What follows belongs to an exercise in optimizing a design on an open flow for small area, a short achievable clock period and few clock cycles; a production flow would make more cautious choices. Only simulation tests tie the RTL to the original design; equivalence was not proved. Power and IR drop assume default switching activity.

--- run.sh ---
#!/bin/bash
# synth_recipe.tcl (not shown) runs the flow's synth.tcl, then flattens the netlist and writes it again
# the make line also repeats each setting of config.mk as NAME=value (left out here)
make -C /OpenROAD-flow-scripts/flow DESIGN_CONFIG=/design/flow/config.mk WORK_HOME=/design/flow/orfs CLKGATE_MAP_FILE= SYNTH_SCRIPT=/design/flow/synth_recipe.tcl finish
--- config.mk ---
export PLATFORM = sky130hd
export DESIGN_NAME = sha256_msg_feeder
export DESIGN_NICKNAME = sha256_msg_feeder
export VERILOG_FILES = /design/flow/design.v
export SDC_FILE = /design/flow/constraint.sdc
export NUM_CORES = 4
export LEC_CHECK = 0
export CAP_MARGIN = 20
export CORE_AREA = 10 10 470 470
export DIE_AREA = 0 0 480 480
export SLEW_MARGIN = 20
--- constraint.sdc ---
create_clock -name core_clock -period 5.0 [get_ports {clk}]
set_input_delay 1.0000 -clock core_clock [delete_from_list [all_inputs] [get_ports {clk}]]
set_output_delay 1.0000 -clock core_clock [all_outputs]
set_load 0.01 [all_outputs]
--- design.v ---
package frost_pkg;
   localparam int BLOCK_W = 512;
   localparam int DIGEST_W = 256;
   localparam int LEN_W = 16;
   localparam logic [DIGEST_W-1:0] SHA256_IV =
      256'h6a09e667bb67ae853c6ef372a54ff53a510e527f9b05688c1f83d9ab5be0cd19;
   typedef enum logic [1:0] {DATA = 2'd0, PAD = 2'd1, ZERO = 2'd2} fill_state_t;
endpackage
module sha256_block_builder
(
   input  logic                          clk,
   input  logic                          shift,
   input  logic [7:0]                    data,
   input  logic                          load,
   output logic [frost_pkg::BLOCK_W-1:0] block
);
   logic [frost_pkg::BLOCK_W-1:0] fill;
   always_ff @(posedge clk)
      if (shift) fill <= {fill[frost_pkg::BLOCK_W-9:0], data};
   always_ff @(posedge clk)
      if (load) block <= fill;
endmodule
module sha256_msg_feeder
#(
   parameter logic [frost_pkg::DIGEST_W-1:0] IV = frost_pkg::SHA256_IV
)
(
   input  logic                clk,
   input  logic                rst,
   input  logic [7:0]          s_data,
   input  logic                s_valid,
   input  logic                s_last,
   output logic                s_ready,
   output logic                core_start,
   output logic [frost_pkg::BLOCK_W-1:0]  core_block,
   output logic [frost_pkg::DIGEST_W-1:0] core_hash_in,
   input  logic [frost_pkg::DIGEST_W-1:0] core_hash_out,
   input  logic                core_done,
   output logic [frost_pkg::DIGEST_W-1:0] digest,
   output logic                digest_valid,
   output logic                busy
);
   frost_pkg::fill_state_t fst, fst_n;
   logic [6:0] fcnt;                        
   logic [frost_pkg::LEN_W-1:0] len;        
   logic fresh;                             
   logic len_here;                          
   logic f_first, f_last;                   
   logic c_first, c_last;                   
   logic rdy_r, start_r, inflight, dv_r, busy_r;
   logic [1:0] ocnt;                        
   logic [frost_pkg::DIGEST_W-1:0] chain;
   logic [7:0] fb;
   logic acc, shift, xfer, done, dv_n, end_msg;
   logic [1:0] ocnt_n;
   logic [5:0] pos;
   assign s_ready = rdy_r && !rst;
   assign core_start = start_r && !rst;
   assign busy = busy_r && !rst;
   assign digest_valid = dv_r;
   assign digest = chain;
   assign core_hash_in = c_first ? IV : chain;
   assign pos = fcnt[5:0];
   assign acc = s_valid && rdy_r;
   assign shift = !fcnt[6] && (fst != frost_pkg::DATA || s_valid);
   assign done = core_done && inflight;
   assign xfer = fcnt[6] && ((!inflight && !start_r) || done);
   assign end_msg = shift && fst == frost_pkg::ZERO && len_here && pos == 6'd63;
   assign dv_n = done && c_last;
   always_comb begin
      fb = 8'h00;
      case (fst)
         frost_pkg::DATA: fb = s_data;
         frost_pkg::PAD:  fb = 8'h80;
         default:
            if (len_here)
               case (pos)
                  6'd61: fb = {5'b0, len[15:13]};
                  6'd62: fb = len[12:5];
                  6'd63: fb = {len[4:0], 3'b000};
                  default: fb = 8'h00;
               endcase
      endcase
   end
   always_comb begin
      fst_n = fst;
      case (fst)
         frost_pkg::DATA: if (acc && s_last) fst_n = frost_pkg::PAD;
         frost_pkg::PAD:  if (shift) fst_n = frost_pkg::ZERO;
         default:         if (end_msg) fst_n = frost_pkg::DATA;
      endcase
   end
   assign ocnt_n = ocnt + {1'b0, acc && fresh} - {1'b0, dv_r};
   sha256_block_builder u_builder (
      .clk(clk),
      .shift(shift),
      .data(fb),
      .load(xfer),
      .block(core_block)
   );
   always_ff @(posedge clk)
      if (rst) begin
         fst <= frost_pkg::DATA;
         fcnt <= '0;
         len <= '0;
         fresh <= 1'b1;
         len_here <= 1'b0;
         rdy_r <= 1'b1;
         start_r <= 1'b0;
         inflight <= 1'b0;
         dv_r <= 1'b0;
         ocnt <= '0;
         busy_r <= 1'b0;
      end else begin
         fst <= fst_n;
         if (xfer) fcnt <= '0;
         else if (shift) fcnt <= fcnt + 7'd1;
         if (acc) begin
            len <= len + 1'b1;
            fresh <= 1'b0;
         end
         if (end_msg) begin
            len <= '0;
            fresh <= 1'b1;
         end
         if (fst == frost_pkg::PAD && shift) len_here <= pos < 6'd56 || pos == 6'd63;
         else if (shift && pos == 6'd63) len_here <= 1'b1;
         rdy_r <= fst_n == frost_pkg::DATA && !(xfer ? 1'b0 : (shift ? fcnt == 7'd63 : fcnt[6]));
         start_r <= xfer;
         if (start_r) inflight <= 1'b1;
         else if (done) inflight <= 1'b0;
         dv_r <= dv_n;
         ocnt <= ocnt_n;
         busy_r <= ocnt_n != {1'b0, dv_n};
      end
   always_ff @(posedge clk) begin
      if (shift && pos == 6'd0) f_first <= fst == frost_pkg::DATA && fresh;
      if (shift && pos == 6'd63) f_last <= fst == frost_pkg::ZERO && len_here;
      if (xfer) begin
         c_first <= f_first;
         c_last <= f_last;
      end
      if (done) chain <= core_hash_out;
   end
endmodule
==> results.py, run 1 <==
metrics = {
    "timing": {
        "worst_clock_skew_ns": 0.0446,
        "finalHoldViolCount": 0,
        "whs_ns": 0.419,
        "post-route-period-util": 0.891,
        "setup_tns_ns": 0,
        "final-max-slew-violation-count": 0,
        "timing.final.ws_setup_ns": 0.544,
        "maxSlewHeadroom": 0.310,
        "finalSetupViolCount": 0,
        "max_freq_mhz": 224,
        "tightest_slew_ns": 1.03,
        "rsz0062_at_grt": "false",
        "fin_crit_ns": 4.46,
    },
    "clock_tree": {
        "cts.repair.resized": 0,
        "clkTransAtPathRegs_ns": 0.06,
        "h-tree-depth": 4,
        "clock-root-buffer": "clkbuf_16",
        "cts_made_buffers": 142,
        "insertion_delay_ns": 0.79,
        "clockBufferDepth": 3,
        "clock_sinks": 1318,
        "post_cts_buffers": 0,
        "cts_hold_buf": 0,
        "cts_tree": "yes",
    },
    "setup_path": {
        "slowest_delay_ns": 0.96,
        "reg2regPathDepth": 6,
        "worst_path_max_delay_cell": "edfxtp_1",
        "cpLargestDelayFamily": "buffers and inverters",
        "critical_path_arrival_ns": 3.46,
        "path_max_fanout": 106,
        "crit_type": "register to output port",
        "worstPathCellList": "buf_4 > or2_2 > clkdlybuf4s50_1",
        "worst_setup_path_start_kind": "register",
        "worst-path-buf-inv": 2,
        "worstPathRequired_ns": 4.00,
        "crit_cells": 3,
        "endpoint_kind": "output port",
    },
    "logic_synthesis": {
        "synthesis.nets": 2055,
        "seq_area_frac_synth": 0.933,
        "async_flop_share": 0,
        "synth_area_um2": 42100,
        "synth_cell_types": 38,
        "ys.flop_type": "edfxtp_1",
        "synth_area_leaders": "edfxtp_1, or2_2, nor2b_1, dfxtp_1, xnor2_1",
        "yosys.area.top_type_share": 0.917,
        "yosysWarnings": 2,
        "synth_most_common_cell": "edfxtp_1",
        "netlist_top_cells_count": "edfxtp_1, or2_2, nor2b_1, dfxtp_1, clkbuf_1",
        "syn_avg_cell_area_um2": 23.6,
        "synth_cells": 1779,
        "yosysTopAreaCell": "edfxtp_1",
        "synth_edf_count": 1284,
        "ys_ff_latch": 1318,
    },
    "placed_design": {
        "hpwl_mm": 192,
        "post_dp_cell_area_um2": 58900,
        "detailedPlace.worstSlack_ns": 1.27,
        "io_buffers": 1296,
        "gp_congestion": 0.978,
        "post-place-cells": 5891,
    },
    "floorplanning": {
        "die_w_um": 480,
        "dieArea_um2": 230000,
        "io_pins": 1297,
        "initial_core_util": 0.200,
        "die_h_um": 480,
        "core-area_um2": 210000,
        "num_rows": 168,
    },
    "pwr": {
        "vdd_drop_max_mv": 0.325,
        "p_leak_nw": 20.8,
        "power.density_nw_per_um2": 387,
    },
    "routing": {
        "drt-met1-wl_mm": 67.3,
        "drtPass1Iterations": 5,
        "first_iter_violations": 2767,
        "vias": 23862,
        "maxUsedRoutingLayer": "met5",
        "met2_length_mm": 118,
        "wl_per_cell_um": 36.9,
        "drc": 0,
        "route.met3.wl_mm": 20.8,
        "wl_mm": 228,
        "postRouteAntennaNets": 0,
        "viasPerCell": 3.86,
    },
    "grt": {
        "grt_max_degree": 155,
        "grt_pass1_wl_mm": 275,
        "grt_pass1_vias": 23851,
        "grt.overflow.total": 0,
        "antenna_found_initial": 91,
        "gr-usage-all-layers": 0.188,
    },
    "finish": {
        "syn2layout_area_growth_pct": 51.3,
        "nets": 3506,
        "instances_no_fill": 6177,
        "drive_above_1_share": 0.123,
        "fin_area_um2": 63600,
    },
    "status": {
        "status": "complete, no violations",
    },
    "min_path": {
        "hold_class": "register to register",
        "min_path_cells": 0,
    },
    "run": {
        "cap_violations": 0,
    },
}
==> metrics by stage <==
stage	total power (W)	util
final	0.0247	0.303
after floorplan	0.0138	-
after global placement	0.0144	0.281
after global routing	0.0254	0.303
after detailed placement	0.0144	0.281
after CTS	0.0249	0.303
==> state kept, by name, indices dropped and copies added (netlist names) <==
signal           count
busy_r               1
c_first              1
c_last               1
chain              256
dv_r                 1
f_first              1
f_last               1
fcnt                 7
fresh                1
fst                  2
inflight             1
len                 16
len_here             1
ocnt                 2
rdy_r                1
start_r              1
u_builder.block    512
u_builder.fill     512
==> metal layers <==
metal	vias up	GRT usage
li1	9786	-
met1	12069	0.166
met2	1581	0.338
met3	408	0.0693
met4	18	0.154
met5	-	0
==> final cells by class <==
type | instances | area, um2
tap | 2805 | 3510
inverter | 12 | 48.8
sequential | 1318 | 39200
clock inverter | 84 | 957
clock buffer | 171 | 3680
fill | 20420 | 146000
timing repair buffer | 1342 | 13500
multi-input combinational | 414 | 2630
antenna | 31 | 77.6
==> cells in the final DEF, fill, tap and decap left out, drive strengths merged <==
| master | Yosys | final |
|---|---|---|
| ha | 7 | 7 |
| nor3b | 1 | 1 |
| bufinv | 0 | 12 |
| and2 | 2 | 2 |
| a21o | 1 | 1 |
| nand2b | 1 | 1 |
| nor4 | 5 | 5 |
| nand3 | 10 | 10 |
| or3 | 2 | 2 |
| nor4b | 1 | 1 |
| xnor2 | 18 | 18 |
| o31ai | 1 | 1 |
| buf | 3 | 46 |
| or2 | 136 | 136 |
| xor2 | 4 | 4 |
| dfxtp | 34 | 34 |
| o21ai | 11 | 11 |
| clkbuf | 32 | 171 |
| clkdlybuf4s50 | 0 | 1296 |
| or4 | 2 | 2 |
| diode | 0 | 31 |
| inv | 12 | 25 |
| nor3 | 9 | 9 |
| clkinv | 0 | 49 |
| and3 | 1 | 1 |
| edfxtp | 1284 | 1284 |
| a21oi | 8 | 8 |
| o311ai | 1 | 1 |
| a22oi | 8 | 8 |
| nand4 | 5 | 5 |
| o41ai | 1 | 1 |
| nand2 | 18 | 18 |
| nor2 | 35 | 35 |
| o32ai | 1 | 1 |
| nor2b | 124 | 124 |
| o2bb2ai | 1 | 1 |
| clkinvlp | 0 | 10 |
==> worst paths after layout <==
check | from | endpoint | slack (ns)
worst max register to register | inflight | u_builder.block[422] | 2.26
worst min-delay path | u_builder.fill[504] | u_builder.block[504] | 0.42
worst max-delay path | c_first | core_hash_in[145] | 0.54
worst min register to register | u_builder.fill[504] | u_builder.block[504] | 0.42
==> cell families after synthesis <==
kind of cell,share of synthesized area
XOR/XNOR,0.00458
AO/OA/AOI/OAI,0.00521
adder cells (fa/ha/maj),0.00208
buffers and inverters,0.00485
flip-flops,0.933
AND/OR/NAND/NOR,0.0503
==> power breakdown <==
part / internal [W] / switching, W / leakage [nW] / total [W]
Clock: 0.00597 / 0.00452 / 2.25 / 0.0105
Sequential: 0.0132 / 0.000491 / 12.3 / 0.0136
Combinational: 0.000237 / 0.000280 / 6.26 / 0.000516
Testbench counts, summed over its fixed seeds: cycles 62,965.
==> run 2, diff against run 1 <==
--- a/design.v
+++ b/design.v
@@ -46,7 +46,7 @@
    logic fresh;                             
    logic len_here;                          
    logic f_first, f_last;                   
-   logic c_first, c_last;                   
+   logic c_last;                            
    logic rdy_r, start_r, inflight, dv_r, busy_r;
    logic [1:0] ocnt;                        
    logic [frost_pkg::DIGEST_W-1:0] chain;
@@ -59,12 +59,12 @@
    assign busy = busy_r && !rst;
    assign digest_valid = dv_r;
    assign digest = chain;
-   assign core_hash_in = c_first ? IV : chain;
+   assign core_hash_in = chain;
    assign pos = fcnt[5:0];
    assign acc = s_valid && rdy_r;
    assign shift = !fcnt[6] && (fst != frost_pkg::DATA || s_valid);
    assign done = core_done && inflight;
-   assign xfer = fcnt[6] && ((!inflight && !start_r) || done);
+   assign xfer = fcnt[6] && !start_r && (inflight ? done && !f_first : 1'b1);
    assign end_msg = shift && fst == frost_pkg::ZERO && len_here && pos == 6'd63;
    assign dv_n = done && c_last;
    always_comb begin
@@ -136,10 +136,8 @@
    always_ff @(posedge clk) begin
       if (shift && pos == 6'd0) f_first <= fst == frost_pkg::DATA && fresh;
       if (shift && pos == 6'd63) f_last <= fst == frost_pkg::ZERO && len_here;
-      if (xfer) begin
-         c_first <= f_first;
-         c_last <= f_last;
-      end
+      if (xfer) c_last <= f_last;
       if (done) chain <= core_hash_out;
+      else if (xfer && f_first) chain <= IV;
    end
 endmodule
==> flow/run.sh (new file) <==
#!/bin/bash
# The standard ORFS layout (the standard.sh, synthesis unchanged) with three changes:
#  - port buffers are buf_1 instead of the delay cell buffer_ports picks by default;
#  - pins may sit one routing track apart, so the die can be smaller than 1299 pins would
#    otherwise allow (die and core areas are in config.mk);
#  - the clock tree is built from clkbuf_16 with sink clusters of at most 25 and no dummy loads.
# Every tool's output goes to standard.log in the work folder; ORFS's own per-step logs stay
# under orfs/logs/.
set -euo pipefail
cd "$(dirname "$0")/.."
export BUFFER_PORTS_ARGS="-buffer_cell sky130_fd_sc_hd__buf_1"
export PLACE_PINS_ARGS="-min_distance 1 -min_distance_in_tracks"
export CTS_ARGS="-sink_clustering_enable -repair_clock_nets -dont_use_dummy_load -buf_list sky130_fd_sc_hd__clkbuf_16 -sink_clustering_size 25 -sink_clustering_max_diameter 70"
bash standard.sh > standard.log 2>&1
==> standard.sh (new file) <==
#!/bin/bash
# synth_recipe.tcl (not shown) runs the flow's synth.tcl, then flattens the netlist and writes it again
# the make line also repeats each setting of config.mk as NAME=value (left out here)
make -C /OpenROAD-flow-scripts/flow DESIGN_CONFIG=/design/flow/config.mk WORK_HOME=/design/flow/orfs CLKGATE_MAP_FILE= SYNTH_SCRIPT=/design/flow/synth_recipe.tcl "${@:-finish}"
--- a/config.mk
+++ b/config.mk
@@ -6,6 +6,7 @@
 export NUM_CORES = 4
 export LEC_CHECK = 0
 export CAP_MARGIN = 20
-export CORE_AREA = 10 10 470 470
-export DIE_AREA = 0 0 480 480
+export CORE_AREA = 8 8 288 288
+export DIE_AREA = 0 0 296 296
+export SETUP_SLACK_MARGIN = 2.7
 export SLEW_MARGIN = 20
removed: run.sh
==> run 2 against run 1 <==
Worst setup slack improved by 2.1 ns. Worst hold slack better by 0.00078 ns. Clock skew up 0.015 ns. Via count down 0.67%. Sequential share of layout area up 15 points. Combinational power shrank 35%. Clock power is 48% lower. Register-to-register slack improved by 0.55 ns. Largest cell class unchanged. Highest routed layer unchanged.
==> results.py, run 2 <==
metrics = {
    "timing": {
        "setup_tns_ns": 0,
        "tightest_slew_ns": 1.09,
        "timing.final.ws_setup_ns": 2.61,
        "finalHoldViolCount": 0,
        "worst_clock_skew_ns": 0.0601,
        "final-max-slew-violation-count": 0,
        "max_freq_mhz": 419,
        "rsz0062_at_grt": "true",
        "maxSlewHeadroom": 0.272,
        "finalSetupViolCount": 0,
        "post-route-period-util": 0.478,
        "fin_crit_ns": 2.39,
    },
    "routing": {
        "vias": 23701,
        "wl_mm": 138,
        "first_iter_violations": 2744,
        "wl_per_cell_um": 32.7,
        "drtPass1Iterations": 9,
        "drc": 0,
        "postRouteAntennaNets": 0,
        "viasPerCell": 5.61,
    },
    "setup_path": {
        "worstPathCellList": "clkbuf_2",
        "critical_path_arrival_ns": 1.39,
        "r2r_slack_ns": 2.81,
        "rr_endpoint": "u_builder.block[145]",
        "worst_path_max_delay_cell": "edfxtp_1",
        "worst_setup_path_start_kind": "register",
        "path_max_fanout": 2,
        "cpLargestDelayFamily": "flip-flops",
        "endpoint_kind": "output port",
        "reg2regPathDepth": 4,
        "worstPathRequired_ns": 4.00,
        "slowest_delay_ns": 0.58,
        "crit_type": "register to output port",
        "worst-path-buf-inv": 1,
        "reg2reg_from": "fcnt[6]",
    },
    "status": {
        "status": "complete, no violations",
    },
    "logic_synthesis": {
        "synth_cell_types": 43,
        "synth_area_leaders": "edfxtp_1, buf_4, or2_2, and3_1, dfxtp_1",
        "synth_most_common_cell": "edfxtp_1",
        "syn_avg_cell_area_um2": 21.4,
        "seq_area_frac_synth": 0.890,
        "synth_cells": 2055,
        "yosys.area.top_type_share": 0.875,
        "netlist_top_cells_count": "edfxtp_1, buf_4, or2_2, and3_1, clkbuf_1",
        "ys_ff_latch": 1317,
        "synthesis.nets": 2331,
        "synth_area_um2": 44000,
        "async_flop_share": 0,
        "synth_edf_count": 1283,
        "yosysWarnings": 2,
        "yosysTopAreaCell": "edfxtp_1",
        "ys.flop_type": "edfxtp_1",
    },
    "clock_tree": {
        "cts_tree": "yes",
        "cts_hold_buf": 0,
        "cts_made_buffers": 66,
        "insertion_delay_ns": 0.62,
        "clock-root-buffer": "clkbuf_16",
        "clock_sinks": 1317,
        "clkTransAtPathRegs_ns": 0.10,
        "h-tree-depth": 3,
        "clockBufferDepth": 3,
    },
    "finish": {
        "reg_top3": "u_builder.block: 512 flops, u_builder.fill: 512 flops, chain: 256 flops",
        "layout_common_cells": "edfxtp_1, buf_1, or2_2, and3_1, buf_2",
        "syn2layout_area_growth_pct": 16.2,
        "drive_above_1_share": 0.142,
        "layout_commonest_cell": "edfxtp_1",
        "nets": 3434,
    },
    "min_path": {
        "hold_end": "u_builder.fill[97]",
        "hold_class": "register to register",
        "hold_start": "u_builder.fill[89]",
        "min_path_cells": 0,
    },
    "pwr": {
        "power.density_nw_per_um2": 368,
        "power_w": 0.0188,
        "p_leak_nw": 16.9,
        "vdd_drop_max_mv": 0.275,
    },
    "floorplanning": {
        "die_w_um": 296,
        "dieArea_um2": 87600,
        "core-area_um2": 77600,
        "io_pins": 1297,
        "num_rows": 102,
        "initial_core_util": 0.567,
        "die_h_um": 296,
    },
    "placed_design": {
        "io_buffers": 1296,
        "gp_congestion": 1.16,
        "detailedPlace.worstSlack_ns": 1.76,
        "hpwl_mm": 105,
    },
    "grt": {
        "grt_max_degree": 137,
        "grt.overflow.total": 0,
        "grt_pass1_vias": 23304,
        "antenna_found_initial": 52,
        "grt_pass1_wl_mm": 182,
        "gr-usage-all-layers": 0.302,
    },
    "run": {
        "cap_violations": 0,
    },
}
==> run 2: metrics by stage <==
step	cell area, um2	util	std cells	hold WS (ns)
final	51200	0.659	4227	0.420
after global routing	51100	0.659	4217	0.438
after floorplan	44100	-	2055	0.400
after detailed placement	48400	0.624	4103	0.405
after CTS	50800	0.655	4186	0.414
after global placement	48400	0.624	4103	0.401
==> run 2: worst max path at each step <==
stage / cells past startpoint / endpoint / from / slack, ns
after floorplan: 4 / chain[0] / core_done / -13.32
after global placement: 7 / fcnt[0] / core_done / 1.82
after detailed placement: 7 / fcnt[3] / core_done / 1.76
after CTS: 3 / busy / rst / 2.59
after global routing: 1 / digest[52] / chain[52] / 2.60
final: 1 / digest[64] / chain[64] / 2.61
==> run 2: layout make-up <==
class	count	area [um2]
flip-flops and latches	1317	39200
diodes	31	77.6
clock buffers	66	1650
inverters	13	48.8
well taps	1040	1300
fillers	5559	26400
multi-input cells	422	2760
repair buffers	1338	6110
==> run 2: power by group <==
part | internal, W | leakage, nW | switching, W
clock | 0.00237 | 0.814 | 0.00309
combinational | 0.000106 | 3.82 | 0.000228
sequential | 0.0128 | 12.3 | 0.000261
==> run 2: what timing repair did <==
item                                    in CTS  in global routing
gates resized for setup                    206                 79
gates cloned                                 5                  3
setup buffers                               12                  7
pin swaps                                    1                  2
endpoints found under the setup margin    1350                400
==> run 2: logic make-up after synthesis <==
kind of cell	synth area share
flops	0.890
simple gates	0.0489
buf+inv	0.0492
compound gates	0.00591
xor+xnor	0.00358
fa+ha+maj	0.00199
==> run 2: layer usage <==
metal  vias to the layer above  GRT usage  share of wire
li1                       9688          -              -
met1                     11621      0.344           0.34
met2                      1811      0.410           0.41
met3                       539      0.184           0.16
met4                        42      0.232          0.091
met5                         -     0.0150         0.0028
Testbench counts of run 2, summed over its fixed seeds: cycles 63,007.
==> run 3, diff against run 2 <==
--- a/design.v
+++ b/design.v
@@ -10,15 +10,18 @@
 (
    input  logic                          clk,
    input  logic                          shift,
+   input  logic                          shift_n,
    input  logic [7:0]                    data,
    input  logic                          load,
+   input  logic                          load_n,
    output logic [frost_pkg::BLOCK_W-1:0] block
 );
    logic [frost_pkg::BLOCK_W-1:0] fill;
    always_ff @(posedge clk)
-      if (shift) fill <= {fill[frost_pkg::BLOCK_W-9:0], data};
+      fill <= ({fill[frost_pkg::BLOCK_W-9:0], data} & {frost_pkg::BLOCK_W{shift}})
+            | (fill & {frost_pkg::BLOCK_W{shift_n}});
    always_ff @(posedge clk)
-      if (load) block <= fill;
+      block <= (fill & {frost_pkg::BLOCK_W{load}}) | (block & {frost_pkg::BLOCK_W{load_n}});
 endmodule
 module sha256_msg_feeder
 #(
@@ -51,7 +54,9 @@
    logic [1:0] ocnt;                        
    logic [frost_pkg::DIGEST_W-1:0] chain;
    logic [7:0] fb;
-   logic acc, shift, xfer, done, dv_n, end_msg;
+   logic acc, shift, xfer, done, dv_n, end_msg, ld_iv;
+   logic shift_n, xfer_n, nfull_r, ndata_r, xa_n, xb_n, full_nx, inflight_nx, f_first_nx;
+   logic hold_c, ninfl_r, xc_n;
    logic [1:0] ocnt_n;
    logic [5:0] pos;
    assign s_ready = rdy_r && !rst;
@@ -62,9 +67,16 @@
    assign core_hash_in = chain;
    assign pos = fcnt[5:0];
    assign acc = s_valid && rdy_r;
-   assign shift = !fcnt[6] && (fst != frost_pkg::DATA || s_valid);
    assign done = core_done && inflight;
-   assign xfer = fcnt[6] && !start_r && (inflight ? done && !f_first : 1'b1);
+   assign shift = nfull_r && (ndata_r || s_valid);
+   assign shift_n = fcnt[6] || (fst == frost_pkg::DATA && !s_valid);
+   assign xfer = fcnt[6] && !start_r && (!inflight || (core_done && !f_first));
+   assign xfer_n = xa_n && (xb_n || !core_done);
+   assign hold_c = (ninfl_r || !core_done) && xc_n;
+   assign full_nx = !xfer && (fcnt[6] || (shift && fcnt[5:0] == 6'd63));
+   assign inflight_nx = start_r || (inflight && !done);
+   assign f_first_nx = (shift && pos == 6'd0) ? fst == frost_pkg::DATA && fresh : f_first;
+   assign ld_iv = xfer && f_first;
    assign end_msg = shift && fst == frost_pkg::ZERO && len_here && pos == 6'd63;
    assign dv_n = done && c_last;
    always_comb begin
@@ -94,8 +106,10 @@
    sha256_block_builder u_builder (
       .clk(clk),
       .shift(shift),
+      .shift_n(shift_n),
       .data(fb),
       .load(xfer),
+      .load_n(xfer_n),
       .block(core_block)
    );
    always_ff @(posedge clk)
@@ -111,7 +125,19 @@
          dv_r <= 1'b0;
          ocnt <= '0;
          busy_r <= 1'b0;
+         nfull_r <= 1'b1;
+         ndata_r <= 1'b0;
+         xa_n <= 1'b1;
+         xb_n <= 1'b1;
+         ninfl_r <= 1'b1;
+         xc_n <= 1'b1;
       end else begin
+         ninfl_r <= !inflight_nx;
+         xc_n <= !(full_nx && !xfer && !inflight_nx && f_first_nx);
+         nfull_r <= !full_nx;
+         ndata_r <= fst_n != frost_pkg::DATA;
+         xa_n <= !(full_nx && !xfer && !inflight_nx);
+         xb_n <= !(full_nx && !xfer && inflight_nx && !f_first_nx);
          fst <= fst_n;
          if (xfer) fcnt <= '0;
          else if (shift) fcnt <= fcnt + 7'd1;
@@ -127,17 +153,17 @@
          else if (shift && pos == 6'd63) len_here <= 1'b1;
          rdy_r <= fst_n == frost_pkg::DATA && !(xfer ? 1'b0 : (shift ? fcnt == 7'd63 : fcnt[6]));
          start_r <= xfer;
-         if (start_r) inflight <= 1'b1;
-         else if (done) inflight <= 1'b0;
+         inflight <= inflight_nx;
          dv_r <= dv_n;
          ocnt <= ocnt_n;
          busy_r <= ocnt_n != {1'b0, dv_n};
       end
    always_ff @(posedge clk) begin
-      if (shift && pos == 6'd0) f_first <= fst == frost_pkg::DATA && fresh;
+      f_first <= f_first_nx;
       if (shift && pos == 6'd63) f_last <= fst == frost_pkg::ZERO && len_here;
       if (xfer) c_last <= f_last;
-      if (done) chain <= core_hash_out;
-      else if (xfer && f_first) chain <= IV;
+      chain <= (core_hash_out & {frost_pkg::DIGEST_W{done}})
+             | (IV & {frost_pkg::DIGEST_W{ld_iv}})
+             | (chain & {frost_pkg::DIGEST_W{hold_c}});
    end
 endmodule
==> flow/run.sh (replaced) <==
#!/bin/bash
# The standard ORFS layout (the standard.sh, synthesis unchanged) with these changes:
#  - port buffers are buf_1 instead of the delay cell buffer_ports picks by default;
#  - pins may sit one routing track apart, so the die can be smaller than 1299 pins would
#    otherwise allow (die and core areas are in config.mk); rst and the three outputs it
#    gates (s_ready, core_start, busy) are kept together on the die edge;
#  - before resizing, near_pins.tcl moves the cells of those rst-gated output paths next to
#    their pins (detailed placement legalizes them);
#  - the clock tree is built from clkbuf_16 with sink clusters of at most 25 and no dummy loads.
# Every tool's output goes to standard.log in the work folder; ORFS's own per-step logs stay
# under orfs/logs/.
set -euo pipefail
cd "$(dirname "$0")/.."
export BUFFER_PORTS_ARGS="-buffer_cell sky130_fd_sc_hd__buf_1"
export PLACE_PINS_ARGS="-min_distance 1 -min_distance_in_tracks -group_pins {rst s_ready core_start busy}"
export PRE_RESIZE_TCL="$PWD/flow/near_pins.tcl"
export CTS_ARGS="-sink_clustering_enable -repair_clock_nets -dont_use_dummy_load -buf_list sky130_fd_sc_hd__clkbuf_16 -sink_clustering_size 25 -sink_clustering_max_diameter 70"
bash standard.sh > standard.log 2>&1
==> flow/near_pins.tcl (new file) <==
# Pre-resize hook: the outputs gated by rst (s_ready, core_start, busy) each come from a flip-flop
# through one gate and the port buffer. Global placement leaves that chain next to the control
# logic, far from the pins; move each chain (port buffer, gate, flip-flop) and the rst port
# buffer next to their pins. Detailed placement legalizes them afterwards.
set block [ord::get_db_block]
set core [$block getCoreArea]

proc nf_driver {net} {
  if {$net eq "NULL"} { return "NULL" }
  foreach it [$net getITerms] {
    if {[$it isOutputSignal]} { return [$it getInst] }
  }
  return "NULL"
}

proc nf_inputs {inst} {
  set nets {}
  foreach it [$inst getITerms] {
    if {[$it isInputSignal] && [$it getNet] ne "NULL"} {
      set n [$it getNet]
      if {[$n getSigType] eq "SIGNAL"} { lappend nets $n }
    }
  }
  return $nets
}

# a point just inside the core next to a pin
proc nf_target {bterm core} {
  set bb [$bterm getBBox]
  set x [expr {([$bb xMin] + [$bb xMax]) / 2}]
  set y [expr {([$bb yMin] + [$bb yMax]) / 2}]
  set in 4000
  set x [expr {max([$core xMin] + $in, min([$core xMax] - $in, $x))}]
  set y [expr {max([$core yMin] + $in, min([$core yMax] - $in, $y))}]
  return [list $x $y]
}

proc nf_move {inst xy} {
  if {$inst eq "NULL"} { return }
  if {[[$inst getMaster] getType] ne "CORE"} { return }
  $inst setLocation [lindex $xy 0] [lindex $xy 1]
  $inst setPlacementStatus PLACED
  puts "near_pins: moved [$inst getName] ([[$inst getMaster] getName]) to $xy"
}

foreach p {s_ready core_start busy} {
  set bt [$block findBTerm $p]
  if {$bt eq "NULL"} { continue }
  set xy [nf_target $bt $core]
  set obuf [nf_driver [$bt getNet]]
  if {$obuf eq "NULL"} { continue }
  nf_move $obuf $xy
  foreach n [nf_inputs $obuf] {
    set g [nf_driver $n]
    if {$g eq "NULL"} { continue }
    nf_move $g $xy
    foreach n2 [nf_inputs $g] {
      set d [nf_driver $n2]
      if {$d ne "NULL" && [[$d getMaster] isSequential]} { nf_move $d $xy }
    }
  }
}

set bt [$block findBTerm rst]
if {$bt ne "NULL"} {
  set xy [nf_target $bt $core]
  foreach it [[$bt getNet] getITerms] { nf_move [$it getInst] $xy }
}
==> run 3 against run 2 <==
Critical endpoint is now digest[226]. Critical path type unchanged. Cell count is 24% higher. Die area stayed put. Sequential share of layout area is 22 points lower. Still clean on timing, DRC and antenna. Total power is 0.55% lower.
==> results.py, run 3 <==
metrics = {
    "routing": {
        "wl_per_cell_um": 31.1,
        "drtPass1Iterations": 8,
        "vias": 32346,
        "postRouteAntennaNets": 0,
        "first_iter_violations": 3547,
        "viasPerCell": 6.15,
        "wl_mm": 163,
        "drc": 0,
    },
    "finish": {
        "seqCellArea_um2": 26700,
        "multiInputGateArea_um2": 12500,
        "nets": 4462,
        "drive_above_1_share": 0.152,
        "syn2layout_area_growth_pct": 14.8,
        "fill_cells": 6381,
        "reg_top3": "u_builder.block: 512 flops, u_builder.fill: 512 flops, chain: 256 flops",
        "layout_common_cells": "dfxtp_1, a22o_1, buf_1, buf_2, a221o_1",
        "layout_commonest_cell": "dfxtp_1",
    },
    "pwr": {
        "switching_share": 0.246,
        "p_leak_nw": 19.7,
        "power.switching_w": 0.00461,
        "p_comb_frac": 0.076,
        "internal-power_w": 0.0141,
        "vdd_drop_max_mv": 0.325,
        "clkPwrFrac": 0.287,
        "power.density_nw_per_um2": 387,
        "pwr-share-seq": 0.637,
    },
    "logic_synthesis": {
        "synth_cells": 3347,
        "synthesis.nets": 3623,
        "synth_area_leaders": "dfxtp_1, a22o_1, buf_4, a221o_1, clkbuf_1",
        "seq_area_frac_synth": 0.629,
        "synth_cell_types": 45,
        "synth_most_common_cell": "dfxtp_1",
        "yosysTopAreaCell": "dfxtp_1",
        "synth_area_um2": 42200,
        "async_flop_share": 0,
        "yosys.area.top_type_share": 0.627,
        "ys_ff_latch": 1323,
        "ys.flop_type": "dfxtp_1",
        "synth_edf_count": 2,
        "syn_avg_cell_area_um2": 12.6,
        "netlist_top_cells_count": "dfxtp_1, a22o_1, buf_4, clkbuf_1, a221o_1",
        "yosysWarnings": 2,
    },
    "timing": {
        "rsz0062_at_grt": "true",
        "max_freq_mhz": 403,
        "tightest_slew_ns": 1.07,
        "final-max-slew-violation-count": 0,
        "finalHoldViolCount": 0,
        "finalSetupViolCount": 0,
        "maxSlewHeadroom": 0.287,
        "whs_ns": 0.436,
        "fin_crit_ns": 2.48,
        "post-route-period-util": 0.496,
        "setup_tns_ns": 0,
        "worst_clock_skew_ns": 0.0536,
    },
    "min_path": {
        "min_path_cells": 0,
        "hold_class": "register to register",
        "hold_end": "c_last",
        "hold_start": "f_last",
    },
    "floorplanning": {
        "initial_core_util": 0.543,
        "die_w_um": 296,
        "num_rows": 102,
        "core-area_um2": 77600,
        "die_h_um": 296,
        "dieArea_um2": 87600,
        "io_pins": 1297,
    },
    "clock_tree": {
        "cts_tree": "yes",
        "insertion_delay_ns": 0.68,
        "h-tree-depth": 2,
        "clock-root-buffer": "clkbuf_16",
        "clock_sinks": 1323,
        "cts_made_buffers": 61,
        "clkTransAtPathRegs_ns": 0.10,
        "clockBufferDepth": 3,
        "cts_hold_buf": 0,
    },
    "grt": {
        "grt_pass1_vias": 29799,
        "gr-usage-all-layers": 0.345,
        "grt_max_degree": 155,
        "grt.overflow.total": 0,
        "grt_pass1_wl_mm": 224,
        "antenna_found_initial": 37,
    },
    "status": {
        "status": "complete, no violations",
    },
    "setup_path": {
        "cp-startpoint": "chain[226]",
        "slowest_delay_ns": 0.62,
        "worst_setup_path_start_kind": "register",
        "endpoint_kind": "output port",
        "worstPathCellList": "buf_1",
        "reg2reg_from": "inflight",
        "worstPathRequired_ns": 4.00,
        "worst-path-buf-inv": 1,
        "r2r_slack_ns": 2.81,
        "reg2regPathDepth": 3,
        "path_max_fanout": 3,
        "worst_path_max_delay_cell": "dfxtp_1",
        "crit_type": "register to output port",
        "cpLargestDelayFamily": "flip-flops",
        "critical_path_arrival_ns": 1.48,
        "rr_endpoint": "chain[77]",
    },
    "placed_design": {
        "hpwl_mm": 119,
        "gp_congestion": 1.18,
        "io_buffers": 1296,
    },
    "run": {
        "cap_violations": 0,
    },
}
-- run 3: changes by cell type after synthesis, moves of 122 or more --
cell,previous run,this run
dfxtp_1,34,1321
a22o_1,1,1136
a221o_1,0,136
clkbuf_1,45,190
or2_2,137,2
edfxtp_1,1283,2
and3_1,123,1
-- run 3: what timing repair did --
item	in CTS	in global routing
resized for setup	391	263
endpoints found under the setup margin	384	246
buffers inserted	3	0
-- run 3: worst max-delay path by stage --
stage	endpoint	slack, ns	cells past startpoint
after detailed placement	busy_r	1.93	9
after floorplan	busy_r	2.64	10
after global routing	digest[226]	2.35	1
after CTS	busy	2.63	3
final	digest[226]	2.52	1
after global placement	u_builder.fill[231]	2.03	4
-- run 3: metal layers --
layer | vias to the layer above | GRT usage | part of all wire
li1 | 14171 | - | -
met5 | - | 0.0266 | 0.0016
met4 | 17 | 0.281 | 0.099
met2 | 1864 | 0.486 | 0.42
met3 | 589 | 0.168 | 0.13
met1 | 15705 | 0.392 | 0.35
-- run 3: cell families after synthesis --
group | synth area share
xor gates and xnor gates | 0.00436
AOI/OAI and AO/OA | 0.276
adders and majority gates | 0.00208
DFF | 0.629
muxes | 0.000504
buffers and inverters | 0.0769
and+or+nand+nor | 0.0114
-- run 3: cell type report --
| type | count | share of cell area |
|---|---|---|
| Multi-Input combinational cell | 1447 | 0.258 |
| Antenna cell | 35 | 0.00181 |
| Tap cell | 1040 | 0.0269 |
| Inverter | 12 | 0.000931 |
| Sequential cell | 1323 | 0.551 |
| Clock buffer | 61 | 0.0315 |
| Timing Repair Buffer | 1341 | 0.129 |
-- run 3: stage by stage --
| step | setup WS [ns] | utilization | total power [W] | area, um2 | cells |
|---|---|---|---|---|---|
| after global routing | 2.35 | 0.624 | 0.0194 | 48400 | 5251 |
| after CTS | 2.63 | 0.617 | 0.0188 | 47900 | 5224 |
| final | 2.52 | 0.624 | 0.0187 | 48400 | 5259 |
| after floorplan | 2.64 | - | 0.0129 | 42200 | 3347 |
| after global placement | 2.03 | 0.590 | 0.0135 | 45800 | 5160 |
| after detailed placement | 1.93 | 0.590 | 0.0135 | 45800 | 5160 |
-- run 3: power groups by stage --
stage | Sequential, W | Combinational, W | Clock [W]
2_1_floorplan | 0.0119 | 0.000998 | 0
3_3_place_gp | 0.0122 | 0.00132 | 0
3_5_place_dp | 0.0121 | 0.00135 | 0
4_1_cts | 0.0119 | 0.00138 | 0.00548
5_1_grt | 0.0120 | 0.00152 | 0.00585
6_report | 0.0119 | 0.00142 | 0.00538
Testbench counts of run 3, summed over its fixed seeds: cycles 63,007.
==> run 4, diff against run 3 <==
==> flow/run.sh (replaced) <==
#!/bin/bash
# The standard ORFS layout (the standard.sh, synthesis unchanged) with these changes:
#  - port buffers are buf_1 instead of the delay cell buffer_ports picks by default;
#  - pins may sit one routing track apart, so the die can be smaller than 1299 pins would
#    otherwise allow (die and core areas are in config.mk); rst and the three outputs it
#    gates (s_ready, core_start, busy) are kept together on the die edge, and so are
#    core_hash_out[i], digest[i] and core_hash_in[i] for each i (all three meet at chain[i]);
#  - before resizing, near_pins.tcl moves the cells of those rst-gated output paths next to
#    their pins (detailed placement legalizes them);
#  - the clock tree is built from clkbuf_16 with sink clusters of at most 25 and no dummy loads.
# Every tool's output goes to standard.log in the work folder; ORFS's own per-step logs stay
# under orfs/logs/.
set -euo pipefail
cd "$(dirname "$0")/.."
export BUFFER_PORTS_ARGS="-buffer_cell sky130_fd_sc_hd__buf_1"
G="-group_pins {rst s_ready core_start busy}"
for i in $(seq 0 255); do G="$G -group_pins {core_hash_out[$i] digest[$i] core_hash_in[$i]}"; done
export PLACE_PINS_ARGS="-min_distance 1 -min_distance_in_tracks $G"
export PRE_RESIZE_TCL="$PWD/flow/near_pins.tcl"
export CTS_ARGS="-sink_clustering_enable -repair_clock_nets -dont_use_dummy_load -buf_list sky130_fd_sc_hd__clkbuf_16 -sink_clustering_size 25 -sink_clustering_max_diameter 70"
bash standard.sh > standard.log 2>&1
==> run 4 against run 3 <==
Maximum frequency up 5.2%. Worst hold slack better by 0.026 ns. Critical path type is now primary input to output port. Sequential share of layout area up 0.65 points. Final area down 1.6%. Total power down 1.3%. Wire length down 16%. Global-route usage down 6.7 points. Highest routed layer unchanged. Worst setup slack better by 0.12 ns. Count of clock-buffer cells in the layout down 1. Cell count down 0.40%.
==> results.py, run 4 <==
metrics = {
    "grt": {
        "grt_pass1_vias": 28193,
        "grt.overflow.total": 0,
        "gr-usage-all-layers": 0.278,
        "grt_pass1_wl_mm": 189,
        "antenna_found_initial": 27,
        "grt_max_degree": 213,
    },
    "finish": {
        "instances_no_fill": 5238,
        "layout_common_cells": "dfxtp_1, a22o_1, buf_1, a221o_1, buf_2",
        "drive_above_1_share": 0.0800,
        "nets": 4452,
        "syn2layout_area_growth_pct": 13.0,
        "fin_area_um2": 47600,
        "reg_top3": "u_builder.block: 512 flops, u_builder.fill: 512 flops, chain: 256 flops",
        "layout_commonest_cell": "dfxtp_1",
        "final_util": 0.614,
    },
    "routing": {
        "wl_per_cell_um": 26.2,
        "postRouteAntennaNets": 0,
        "first_iter_violations": 2657,
        "drc": 0,
        "wl_mm": 137,
        "viasPerCell": 5.89,
        "vias": 30858,
        "drtPass1Iterations": 7,
    },
    "logic_synthesis": {
        "ys.flop_type": "dfxtp_1",
        "synth_edf_count": 2,
        "seq_area_frac_synth": 0.629,
        "synth_area_leaders": "dfxtp_1, a22o_1, buf_4, a221o_1, clkbuf_1",
        "syn_avg_cell_area_um2": 12.6,
        "synthesis.nets": 3623,
        "synth_cell_types": 45,
        "netlist_top_cells_count": "dfxtp_1, a22o_1, buf_4, clkbuf_1, a221o_1",
        "yosysTopAreaCell": "dfxtp_1",
        "yosysWarnings": 2,
        "async_flop_share": 0,
        "synth_most_common_cell": "dfxtp_1",
        "synth_cells": 3347,
        "synth_area_um2": 42200,
        "ys_ff_latch": 1323,
        "yosys.area.top_type_share": 0.627,
    },
    "timing": {
        "finalHoldViolCount": 0,
        "whs_ns": 0.462,
        "setup_tns_ns": 0,
        "maxSlewHeadroom": 0.324,
        "max_freq_mhz": 424,
        "finalSetupViolCount": 0,
        "final-max-slew-violation-count": 0,
        "worst_clock_skew_ns": 0.0404,
        "fin_crit_ns": 2.36,
        "post-route-period-util": 0.471,
        "tightest_slew_ns": 1.01,
        "rsz0062_at_grt": "true",
    },
    "run": {
        "cap_violations": 0,
    },
    "setup_path": {
        "crit_type": "primary input to output port",
        "endpoint_kind": "output port",
        "worstPathRequired_ns": 4.00,
        "critical_path_arrival_ns": 1.36,
        "path_max_fanout": 4,
        "worst_setup_path_start_kind": "primary input",
    },
    "floorplanning": {
        "core-area_um2": 77600,
        "dieArea_um2": 87600,
        "io_pins": 1297,
        "initial_core_util": 0.543,
        "die_h_um": 296,
        "num_rows": 102,
        "die_w_um": 296,
    },
    "pwr": {
        "p_leak_nw": 18.7,
        "power.density_nw_per_um2": 388,
        "vdd_drop_max_mv": 0.315,
    },
    "placed_design": {
        "hpwl_mm": 95.3,
        "io_buffers": 1296,
        "post_dp_cell_area_um2": 45600,
        "post-place-cells": 5147,
        "gp_congestion": 0.979,
    },
    "clock_tree": {
        "clock-root-buffer": "clkbuf_16",
        "cts_hold_buf": 0,
        "h-tree-depth": 2,
        "cts_made_buffers": 60,
        "insertion_delay_ns": 0.66,
        "clkTransAtPathRegs_ns": 0.10,
        "clockBufferDepth": 3,
        "clock_sinks": 1323,
        "cts_tree": "yes",
    },
    "status": {
        "status": "complete, no violations",
    },
    "min_path": {
        "hold_class": "register to register",
    },
}
==> run 4: changes by cell type in the layout (fill, tap and decap cells not counted), sizes merged <==
cell / change
buf: +79
clkbuf: -92
diode: -11
o21a: +3
==> run 4: final timing paths <==
| path | end | start | cells after the start | slack, ns |
|---|---|---|---|---|
| setup / recovery | busy | rst | 3 | 2.64 |
| hold / removal | c_last | f_last | 0 | 0.46 |
| setup reg to reg | u_builder.fill[403] | fst[1] | 3 | 2.81 |
| hold reg to reg | c_last | f_last | 0 | 0.46 |
==> run 4: layout make-up <==
class / instances / area [um2]
antenna: 24 / 60.1
clock buffer: 60 / 1500
fill: 6503 / 30000
inverter: 12 / 45.0
multi-input combinational: 1450 / 12500
sequential: 1323 / 26600
tap: 1040 / 1300
timing repair buffer: 1329 / 5640
==> run 4: power by group <==
group | internal (W) | switching, W | total [W]
combinational | 0.000667 | 0.000625 | 0.00129
sequential | 0.0112 | 0.000661 | 0.0119
clock | 0.00214 | 0.00315 | 0.00529
==> run 4: timing repair <==
item	in CTS	in global routing
gates cloned	0	4
endpoints found under the setup margin	220	292
hold endpoints to repair	0	0
pin swaps	0	3
setup buffers	3	0
gates resized for setup	174	76
==> run 4: critical path, cell delays in order <==
cell     delay [ns]
buf_16         0.12
nor2b_4        0.13
buf_6          0.11
==> run 4: metal layers <==
layer / track usage / vias to the layer above / wire [um] / share of wire
li1: - / 14147 / - / -
met1: 0.332 / 14844 / 51300 / 0.37
met2: 0.411 / 1428 / 60100 / 0.44
met3: 0.0918 / 431 / 14100 / 0.10
met4: 0.222 / 8 / 11600 / 0.085
met5: 0.00222 / - / 54 / 0.00039
==> run 4: logic make-up (layout without fill, tap and decap cells) <==
kind of cell	after synthesis	in the layout	synth area share
other cells	0	24	0
simple gates	94	94	0.0114
mux	2	2	0.000504
buf+inv	577	1401	0.0769
fa+ha+maj	7	7	0.00208
xor+xnor	21	21	0.00436
compound gates	1323	1326	0.276
flops	1323	1323	0.629
==> run 4: metrics by stage <==
step / setup slack, ns / power [W]
after global routing: 2.64 / 0.0192
after global placement: 1.96 / 0.0134
final: 2.64 / 0.0185
after CTS: 2.64 / 0.0186
after floorplan: 2.64 / 0.0129
after detailed placement: 1.95 / 0.0134
==> run 5, diff against run 4 <==
--- a/design.v
+++ b/design.v
@@ -54,7 +54,7 @@
    logic [1:0] ocnt;                        
    logic [frost_pkg::DIGEST_W-1:0] chain;
    logic [7:0] fb;
-   logic acc, shift, xfer, done, dv_n, end_msg, ld_iv;
+   logic acc, shift, xfer, done, dv_n, end_msg;
    logic shift_n, xfer_n, nfull_r, ndata_r, xa_n, xb_n, full_nx, inflight_nx, f_first_nx;
    logic hold_c, ninfl_r, xc_n;
    logic [1:0] ocnt_n;
@@ -76,7 +76,6 @@
    assign full_nx = !xfer && (fcnt[6] || (shift && fcnt[5:0] == 6'd63));
    assign inflight_nx = start_r || (inflight && !done);
    assign f_first_nx = (shift && pos == 6'd0) ? fst == frost_pkg::DATA && fresh : f_first;
-   assign ld_iv = xfer && f_first;
    assign end_msg = shift && fst == frost_pkg::ZERO && len_here && pos == 6'd63;
    assign dv_n = done && c_last;
    always_comb begin
@@ -162,8 +161,9 @@
       f_first <= f_first_nx;
       if (shift && pos == 6'd63) f_last <= fst == frost_pkg::ZERO && len_here;
       if (xfer) c_last <= f_last;
-      chain <= (core_hash_out & {frost_pkg::DIGEST_W{done}})
-             | (IV & {frost_pkg::DIGEST_W{ld_iv}})
-             | (chain & {frost_pkg::DIGEST_W{hold_c}});
+      chain <= (IV & (core_hash_out | {frost_pkg::DIGEST_W{!done}})
+                   & (chain | {frost_pkg::DIGEST_W{!hold_c}}))
+             | (~IV & ((core_hash_out & {frost_pkg::DIGEST_W{done}})
+                     | (chain & {frost_pkg::DIGEST_W{hold_c}})));
    end
 endmodule
--- a/flow/run.sh
+++ b/flow/run.sh
@@ -6,7 +6,7 @@
 #    gates (s_ready, core_start, busy) are kept together on the die edge, and so are
 #    core_hash_out[i], digest[i] and core_hash_in[i] for each i (all three meet at chain[i]);
 #  - before resizing, near_pins.tcl moves the cells of those rst-gated output paths next to
-#    their pins (detailed placement legalizes them);
+#    their pins and sizes them up (detailed placement legalizes them);
 #  - the clock tree is built from clkbuf_16 with sink clusters of at most 25 and no dummy loads.
 # Every tool's output goes to standard.log in the work folder; ORFS's own per-step logs stay
 # under orfs/logs/.
--- a/flow/near_pins.tcl
+++ b/flow/near_pins.tcl
@@ -66,3 +66,28 @@
   set xy [nf_target $bt $core]
   foreach it [[$bt getNet] getITerms] { nf_move [$it getInst] $xy }
 }
+
+# size the cells of the rst-gated output paths as timing repair would for a tight target
+proc nf_swap {inst cell} {
+  if {$inst eq "NULL"} { return }
+  set m [[ord::get_db] findMaster $cell]
+  if {$m eq "NULL"} { return }
+  $inst swapMaster $m
+  puts "near_pins: [$inst getName] is now $cell"
+}
+foreach p {s_ready core_start busy} {
+  set bt [$block findBTerm $p]
+  if {$bt eq "NULL"} { continue }
+  set obuf [nf_driver [$bt getNet]]
+  if {$obuf eq "NULL"} { continue }
+  nf_swap $obuf sky130_fd_sc_hd__buf_6
+  foreach n [nf_inputs $obuf] {
+    set g [nf_driver $n]
+    if {$g ne "NULL" && [[$g getMaster] getName] eq "sky130_fd_sc_hd__nor2b_1"} { nf_swap $g sky130_fd_sc_hd__nor2b_4 }
+    if {$g ne "NULL" && [[$g getMaster] getName] eq "sky130_fd_sc_hd__nor2b_2"} { nf_swap $g sky130_fd_sc_hd__nor2b_4 }
+  }
+}
+set bt [$block findBTerm rst]
+if {$bt ne "NULL"} {
+  foreach it [[$bt getNet] getITerms] { nf_swap [$it getInst] sky130_fd_sc_hd__buf_12 }
+}
--- a/config.mk
+++ b/config.mk
@@ -6,7 +6,7 @@
 export NUM_CORES = 4
 export LEC_CHECK = 0
 export CAP_MARGIN = 20
-export CORE_AREA = 8 8 288 288
-export DIE_AREA = 0 0 296 296
+export CORE_AREA = 8 8 276 276
+export DIE_AREA = 0 0 284 284
 export SETUP_SLACK_MARGIN = 2.7
 export SLEW_MARGIN = 20
==> run 5 against run 4 <==
Sequential power hardly changed. Total power is 0.73% lower. Critical path depth stayed put. Synthesized cell count is 0.72% lower. Maximum frequency hardly changed. Via count is 1.1% lower. Worst setup slack hardly changed. Count of clock-buffer cells in the layout is 1 lower. Register-to-register slack better by 0.14 ns. Clock skew is 0.0010 ns lower.
==> results.py, run 5 <==
metrics = {
    "setup_path": {
        "path_max_fanout": 4,
        "worst_setup_path_start_kind": "primary input",
        "crit_type": "primary input to output port",
        "critical_path_arrival_ns": 1.36,
        "cp-startpoint": "rst",
        "r2r_slack_ns": 2.95,
        "reg2reg_from": "fcnt[1]",
        "reg2regPathDepth": 5,
        "endpoint_kind": "output port",
        "rr_endpoint": "len[2]",
        "worstPathRequired_ns": 4.00,
        "crit_end": "s_ready",
    },
    "timing": {
        "maxSlewHeadroom": 0.415,
        "post-route-period-util": 0.471,
        "fin_crit_ns": 2.36,
        "timing.final.ws_setup_ns": 2.64,
        "finalSetupViolCount": 0,
        "finalHoldViolCount": 0,
        "setup_tns_ns": 0,
        "final-max-slew-violation-count": 0,
        "tightest_slew_ns": 0.870,
        "max_freq_mhz": 424,
        "worst_clock_skew_ns": 0.0393,
        "whs_ns": 0.431,
        "rsz0062_at_grt": "true",
    },
    "logic_synthesis": {
        "synth-compound-area-share": 0.273,
        "yosysTopAreaCell": "dfxtp_1",
        "syn_avg_cell_area_um2": 12.7,
        "synth_area_um2": 42100,
        "synth_cells": 3323,
        "synth_top_family_by_area": "compound AO/OA/AOI/OAI gates",
        "synth_most_common_cell": "dfxtp_1",
        "synth_area_leaders": "dfxtp_1, a22o_1, buf_4, o22a_1, buf_2",
        "netlist_top_cells_count": "dfxtp_1, a22o_1, buf_4, o22a_1, clkbuf_1",
        "synthesis.nets": 3599,
        "synth_adder_area_share": 0.00208,
        "seq_area_frac_synth": 0.630,
        "yosys.area.top_type_share": 0.629,
        "yosysWarnings": 2,
        "ys.flop_type": "dfxtp_1",
        "synthSimpleGateAreaFrac": 0.0101,
        "async_flop_share": 0,
        "synth_xor_area_frac": 0.00458,
        "ys_ff_latch": 1323,
        "synth.area.mux_share": 0.000506,
        "synth_cell_types": 42,
        "synth_edf_count": 2,
    },
    "floorplanning": {
        "initial_core_util": 0.590,
        "core-area_um2": 71400,
        "io_pins": 1297,
        "die_h_um": 284,
        "die_w_um": 284,
        "num_rows": 98,
        "dieArea_um2": 80700,
    },
    "grt": {
        "grt_pass1_vias": 28927,
        "antenna_found_initial": 30,
        "grt_max_degree": 248,
        "gr-usage-all-layers": 0.295,
        "grt.overflow.total": 0,
        "grt_pass1_wl_mm": 189,
    },
    "clock_tree": {
        "cts_tree": "yes",
        "cts_hold_buf": 0,
        "clock_sinks": 1323,
        "cts_made_buffers": 59,
        "h-tree-depth": 2,
        "insertion_delay_ns": 0.67,
        "clock-root-buffer": "clkbuf_16",
        "clkTransAtPathRegs_ns": 0.09,
        "clockBufferDepth": 3,
    },
    "finish": {
        "nets": 4446,
        "syn2layout_area_growth_pct": 12.4,
        "reg_top3": "u_builder.block: 512 flops, u_builder.fill: 512 flops, chain: 256 flops",
        "layout_commonest_cell": "dfxtp_1",
        "layout_common_cells": "dfxtp_1, a22o_1, buf_1, o22a_1, buf_2",
        "final_util": 0.662,
        "fill_cells": 5655,
        "drive_above_1_share": 0.0710,
        "fin_area_um2": 47300,
    },
    "routing": {
        "viasPerCell": 5.93,
        "drc": 0,
        "first_iter_violations": 2322,
        "drtPass1Iterations": 7,
        "vias": 30514,
        "wl_mm": 128,
        "postRouteAntennaNets": 0,
        "wl_per_cell_um": 25.0,
    },
    "pwr": {
        "p_comb_frac": 0.071,
        "power.switching_w": 0.00436,
        "clkPwrFrac": 0.283,
        "vdd_drop_max_mv": 0.311,
        "switching_share": 0.237,
        "internal-power_w": 0.0140,
        "p_leak_nw": 18.3,
        "pwr-share-seq": 0.646,
        "power.density_nw_per_um2": 388,
    },
    "placed_design": {
        "hpwl_mm": 88.9,
        "gp_congestion": 1.00,
        "detailedPlace.worstSlack_ns": 1.81,
        "io_buffers": 1296,
        "post_dp_cell_area_um2": 45300,
    },
    "status": {
        "status": "complete, no violations",
    },
    "run": {
        "cap_violations": 0,
    },
    "min_path": {
        "hold_class": "register to register",
        "hold_start": "f_last",
    },
}
==> run 5: cell types whose count changed after synthesis, sizes merged, moves of 6 or more <==
| cell | delta |
|---|---|
| o22a | +136 |
| a221o | -136 |
| clkbuf | -58 |
| buf | +41 |
| nand2 | -6 |
==> run 5: logic make-up (layout without fill, tap and decap cells) <==
logic type / count (synthesis) / count (layout)
DFF: 1323 / 1323
other: 0 / 25
adders and majority gates: 7 / 7
xor gates and xnor gates: 22 / 22
buffers and inverters: 559 / 1403
and+or+nand+nor: 86 / 86
AOI/OAI and AO/OA: 1324 / 1325
muxes: 2 / 2
==> run 5: timing repair <==
action                                  in CTS  in global routing
gates cloned                                 2                  1
setup buffers                                5                  1
pin swaps                                    2                  1
resized for setup                          123                 66
endpoints found under the setup margin     224                305
==> run 5: layer usage <==
layer | vias to the layer above | GRT usage | wire length [um]
met5 | - | 0 | 50
met4 | 8 | 0.242 | 11700
met3 | 440 | 0.120 | 13300
met2 | 1420 | 0.412 | 53700
met1 | 14693 | 0.353 | 49700
li1 | 13953 | - | -
==> run 5: area by class of cell <==
| type | instances | area [um2] | area share |
|---|---|---|---|
| clock buffers | 59 | 1480 | 0.0312 |
| multi-input cells | 1442 | 12300 | 0.260 |
| inverters | 11 | 41.3 | 0.000873 |
| flip-flops and latches | 1323 | 26500 | 0.561 |
| diodes | 25 | 62.6 | 0.00132 |
| well taps | 950 | 1190 | 0.0251 |
| repair buffers | 1333 | 5660 | 0.120 |
==> run 5: how the worst min path moves through the flow <==
stage | cells after the start | endpoint
detailed placement | 0 | c_last
global placement | 0 | c_last
floorplan | 0 | c_last
global route | 0 | c_last
finish | 0 | c_last
CTS | 0 | c_last
==> run 5: per-stage QoR <==
stage	instances	power, W
final	5143	0.0183
after CTS	5115	0.0184
after detailed placement	5049	0.0133
after global placement	5049	0.0133
after floorplan	3323	0.0129
after global routing	5142	0.0190
==> run 5: power by group through the flow <==
stage          clock [W]  combinational [W]  sequential [W]
2_1_floorplan          0            0.00101          0.0119
5_1_grt          0.00569            0.00141          0.0119
3_3_place_gp           0            0.00123          0.0121
6_report         0.00520            0.00130          0.0118
4_1_cts          0.00532            0.00129          0.0118
3_5_place_dp           0            0.00127          0.0121
==> run 5: worst max-delay path, stage by stage <==
cell and delay, ns:
buf_16 0.12, nor2b_4 0.12, buf_6 0.11
Testbench counts of run 5, summed over its fixed seeds: cycles 63,007.
==> run 6, diff against run 5 <==
--- a/design.v
+++ b/design.v
@@ -57,6 +57,7 @@
    logic acc, shift, xfer, done, dv_n, end_msg;
    logic shift_n, xfer_n, nfull_r, ndata_r, xa_n, xb_n, full_nx, inflight_nx, f_first_nx;
    logic hold_c, ninfl_r, xc_n;
+   logic rdy_n, nstart;                     
    logic [1:0] ocnt_n;
    logic [5:0] pos;
    assign s_ready = rdy_r && !rst;
@@ -66,15 +67,15 @@
    assign digest = chain;
    assign core_hash_in = chain;
    assign pos = fcnt[5:0];
-   assign acc = s_valid && rdy_r;
+   assign acc = s_valid && !rdy_n;
    assign done = core_done && inflight;
    assign shift = nfull_r && (ndata_r || s_valid);
    assign shift_n = fcnt[6] || (fst == frost_pkg::DATA && !s_valid);
-   assign xfer = fcnt[6] && !start_r && (!inflight || (core_done && !f_first));
+   assign xfer = fcnt[6] && nstart && (!inflight || (core_done && !f_first));
    assign xfer_n = xa_n && (xb_n || !core_done);
    assign hold_c = (ninfl_r || !core_done) && xc_n;
    assign full_nx = !xfer && (fcnt[6] || (shift && fcnt[5:0] == 6'd63));
-   assign inflight_nx = start_r || (inflight && !done);
+   assign inflight_nx = !nstart || (inflight && !done);
    assign f_first_nx = (shift && pos == 6'd0) ? fst == frost_pkg::DATA && fresh : f_first;
    assign end_msg = shift && fst == frost_pkg::ZERO && len_here && pos == 6'd63;
    assign dv_n = done && c_last;
@@ -119,7 +120,9 @@
          fresh <= 1'b1;
          len_here <= 1'b0;
          rdy_r <= 1'b1;
+         rdy_n <= 1'b0;
          start_r <= 1'b0;
+         nstart <= 1'b1;
          inflight <= 1'b0;
          dv_r <= 1'b0;
          ocnt <= '0;
@@ -151,7 +154,9 @@
          if (fst == frost_pkg::PAD && shift) len_here <= pos < 6'd56 || pos == 6'd63;
          else if (shift && pos == 6'd63) len_here <= 1'b1;
          rdy_r <= fst_n == frost_pkg::DATA && !(xfer ? 1'b0 : (shift ? fcnt == 7'd63 : fcnt[6]));
+         rdy_n <= !(fst_n == frost_pkg::DATA && !(xfer ? 1'b0 : (shift ? fcnt == 7'd63 : fcnt[6])));
          start_r <= xfer;
+         nstart <= !xfer;
          inflight <= inflight_nx;
          dv_r <= dv_n;
          ocnt <= ocnt_n;
==> run 6 against run 5 <==
Clock power barely moved. Global-route usage rose by 0.14 points. Register-to-register slack barely moved. Synthesized cell count rose by 0.27%. Sequential power rose by 7%. Count of clock-buffer cells in the layout rose by 1. Total power rose by 7.5%. Critical path depth did not move. Maximum frequency rose by 1.3%. First-iteration DRC count rose by 11%. Area after synthesis barely moved. Sequential share of layout area barely moved.
==> results.py, run 6 <==
metrics = {
    "logic_synthesis": {
        "synth_cells": 3332,
        "yosys.area.top_type_share": 0.629,
        "ys_ff_latch": 1325,
        "synth_top_family_by_area": "compound AO/OA/AOI/OAI gates",
        "synth_xor_area_frac": 0.00458,
        "ys.flop_type": "dfxtp_1",
        "synth.area.mux_share": 0.000832,
        "seq_area_frac_synth": 0.631,
        "yosysWarnings": 2,
        "synth_area_um2": 42100,
        "synth_edf_count": 2,
        "synth_cell_types": 48,
        "synth_most_common_cell": "dfxtp_1",
        "synth-compound-area-share": 0.272,
        "synthesis.nets": 3608,
        "synth_adder_area_share": 0.00208,
        "netlist_top_cells_count": "dfxtp_1, a22o_1, buf_4, buf_2, o22a_1",
        "syn_avg_cell_area_um2": 12.6,
        "synth_area_leaders": "dfxtp_1, a22o_1, buf_4, o22a_1, buf_2",
        "async_flop_share": 0,
        "yosysTopAreaCell": "dfxtp_1",
        "synthSimpleGateAreaFrac": 0.0116,
    },
    "timing": {
        "final-max-slew-violation-count": 0,
        "post-route-period-util": 0.466,
        "worst_clock_skew_ns": 0.0251,
        "max_freq_mhz": 430,
        "tightest_slew_ns": 0.958,
        "fin_crit_ns": 2.33,
        "whs_ns": 0.432,
        "maxSlewHeadroom": 0.362,
        "rsz0062_at_grt": "true",
        "setup_tns_ns": 0,
        "finalSetupViolCount": 0,
        "finalHoldViolCount": 0,
    },
    "setup_path": {
        "worst_setup_path_start_kind": "primary input",
        "path_max_fanout": 4,
        "rr_endpoint": "u_builder.fill[54]",
        "endpoint_kind": "output port",
        "crit_type": "primary input to output port",
        "r2r_slack_ns": 2.94,
        "critical_path_arrival_ns": 1.33,
        "reg2regPathDepth": 3,
        "worstPathRequired_ns": 4.00,
        "reg2reg_from": "fst[0]",
    },
    "placed_design": {
        "post-place-cells": 5058,
        "hpwl_mm": 91.4,
        "io_buffers": 1296,
        "gp_congestion": 1.04,
    },
    "min_path": {
        "hold_end": "c_last",
        "hold_class": "register to register",
        "min_path_cells": 0,
        "hold_start": "f_last",
    },
    "grt": {
        "gr-usage-all-layers": 0.296,
        "grt_max_degree": 197,
        "grt_pass1_vias": 29139,
        "grt.overflow.total": 0,
        "antenna_found_initial": 39,
        "grt_pass1_wl_mm": 190,
    },
    "clock_tree": {
        "clockBufferDepth": 3,
        "h-tree-depth": 2,
        "cts_tree": "yes",
        "clock_sinks": 1325,
        "clkTransAtPathRegs_ns": 0.09,
        "cts_made_buffers": 60,
        "insertion_delay_ns": 0.65,
        "clock-root-buffer": "clkbuf_16",
    },
    "routing": {
        "met2_length_mm": 55.8,
        "wl_per_cell_um": 25.2,
        "vias": 30608,
        "drc": 0,
        "first_iter_violations": 2575,
        "route.met3.wl_mm": 13.4,
        "viasPerCell": 5.93,
        "wl_mm": 130,
        "drtPass1Iterations": 5,
        "postRouteAntennaNets": 0,
        "maxUsedRoutingLayer": "met5",
        "drt-met1-wl_mm": 50.0,
    },
    "finish": {
        "drive_above_1_share": 0.0685,
        "nets": 4453,
        "layout_commonest_cell": "dfxtp_1",
        "layout_common_cells": "dfxtp_1, buf_1, a22o_1, o22a_1, buf_2",
        "instances_no_fill": 5161,
        "final_util": 0.663,
        "multiInputGateArea_um2": 12400,
        "syn2layout_area_growth_pct": 12.5,
        "seqCellArea_um2": 26600,
        "reg_top3": "u_builder.block: 512 flops, u_builder.fill: 512 flops, chain: 256 flops",
        "fill_cells": 5695,
    },
    "pwr": {
        "p_leak_nw": 18.3,
        "vdd_drop_max_mv": 0.449,
        "power.density_nw_per_um2": 416,
    },
    "floorplanning": {
        "num_rows": 98,
        "io_pins": 1297,
        "die_h_um": 284,
        "initial_core_util": 0.590,
        "die_w_um": 284,
        "dieArea_um2": 80700,
        "core-area_um2": 71400,
    },
    "run": {
        "cap_violations": 0,
    },
    "status": {
        "status": "complete, no violations",
    },
}
[run 6: layout make-up]
type                       instances  area share
clock buffer                      60      0.0317
multi-input combinational       1446       0.261
sequential                      1325       0.561
tap                              950      0.0251
inverter                          15     0.00119
timing repair buffer            1329       0.117
antenna                           36     0.00190
[run 6: what timing repair did]
item	CTS	global route
pin swaps	1	3
cloned	1	3
setup endpoints to repair	692	938
setup buffers	1	2
hold buffers	0	0
gates resized for setup	107	68
[run 6: per-stage QoR]
stage	cell area [um2]	power, W	setup slack (ns)
after floorplan	42100	0.0141	2.60
after global placement	45400	0.0146	1.80
after detailed placement	45400	0.0147	1.77
after CTS	47100	0.0198	2.51
after global routing	47300	0.0205	2.65
final	47300	0.0197	2.67
[run 6: worst max-delay path by stage]
stage,end,slack (ns),start,cells past startpoint
3_3_place_gp,u_builder.fill[427],1.80,s_valid,4
5_1_grt,busy_r,2.65,s_valid,9
2_1_floorplan,busy_r,2.60,s_valid,10
4_1_cts,busy_r,2.51,s_valid,8
6_report,core_start,2.67,rst,3
3_5_place_dp,busy_r,1.77,s_valid,8
[run 6: metal layers]
metal,up-vias,track usage
li1,14014,-
met1,14759,0.346
met2,1406,0.428
met3,423,0.122
met4,6,0.234
met5,-,0
[run 6: power by group]
group,total (W),switching (W),leakage (nW),internal [W]
Clock,0.00523,0.00309,0.740,0.00214
Sequential,0.0126,0.000971,10.8,0.0116
Combinational,0.00190,0.000901,6.80,0.000994
Total,0.0197,0.00496,18.3,0.0148
[run 6: cells by family (layout without fill, tap and decap cells)]
| logic type | Yosys count | in the layout |
|---|---|---|
| DFF | 1325 | 1325 |
| AOI/OAI and AO/OA | 1320 | 1323 |
| buffers and inverters | 564 | 1404 |
| and+or+nand+nor | 91 | 91 |
| xor gates and xnor gates | 22 | 22 |
| adders and majority gates | 7 | 7 |
| muxes | 3 | 3 |
| other | 0 | 36 |
[run 6: critical path, stage by stage]
cell,delay [ns]
buf_16,0.12
nor2b_4,0.10
buf_6,0.11
Testbench counts of run 6, summed over its fixed seeds: cycles 63,007.

==> separate check: timing with driven ports <==
How much do the figures lean on ideal ports? The routed layouts below were timed once more, with nothing changed but the port constraints.
Step 1 sets driving cells, clkbuf_16 on the clock port and buf_2 on the other inputs (assumed; they add their load-dependent delay and slew).
Step 2 moves the port delays by t, midway between the first and last clock arrival at a register: inputs arrive t later, outputs are due t later. That takes back most of the time a late clock gives input paths.
a / b / c = ideal ports / drivers / drivers and shift; a / b = the first two.
run	shift t [ns]	setup slack, ns	worst setup path after step 2	clock arrival spread, ns	worst slew at a driven data input, ns
run 1	0.853	0.544 / 0.465 / 1.134	input to register	0.053 / 0.053	0.22
run 2	0.654	2.612 / 2.545 / 2.072	input to register	0.067 / 0.068	0.33
run 3	0.723	2.520 / 2.449 / 2.058	input to register	0.054 / 0.054	0.20
run 4	0.707	2.643 / 2.570 / 1.952	input to register	0.050 / 0.050	0.14
run 5	0.716	2.643 / 2.569 / 2.003	input to register	0.044 / 0.045	0.18
run 6	0.704	2.672 / 2.605 / 1.979	input to register	0.031 / 0.031	0.18
After both steps every run listed still meets setup and hold. The setup slack of run 6, which loses most, moves by -0.067 ns with the drivers and by -0.693 ns with both steps.
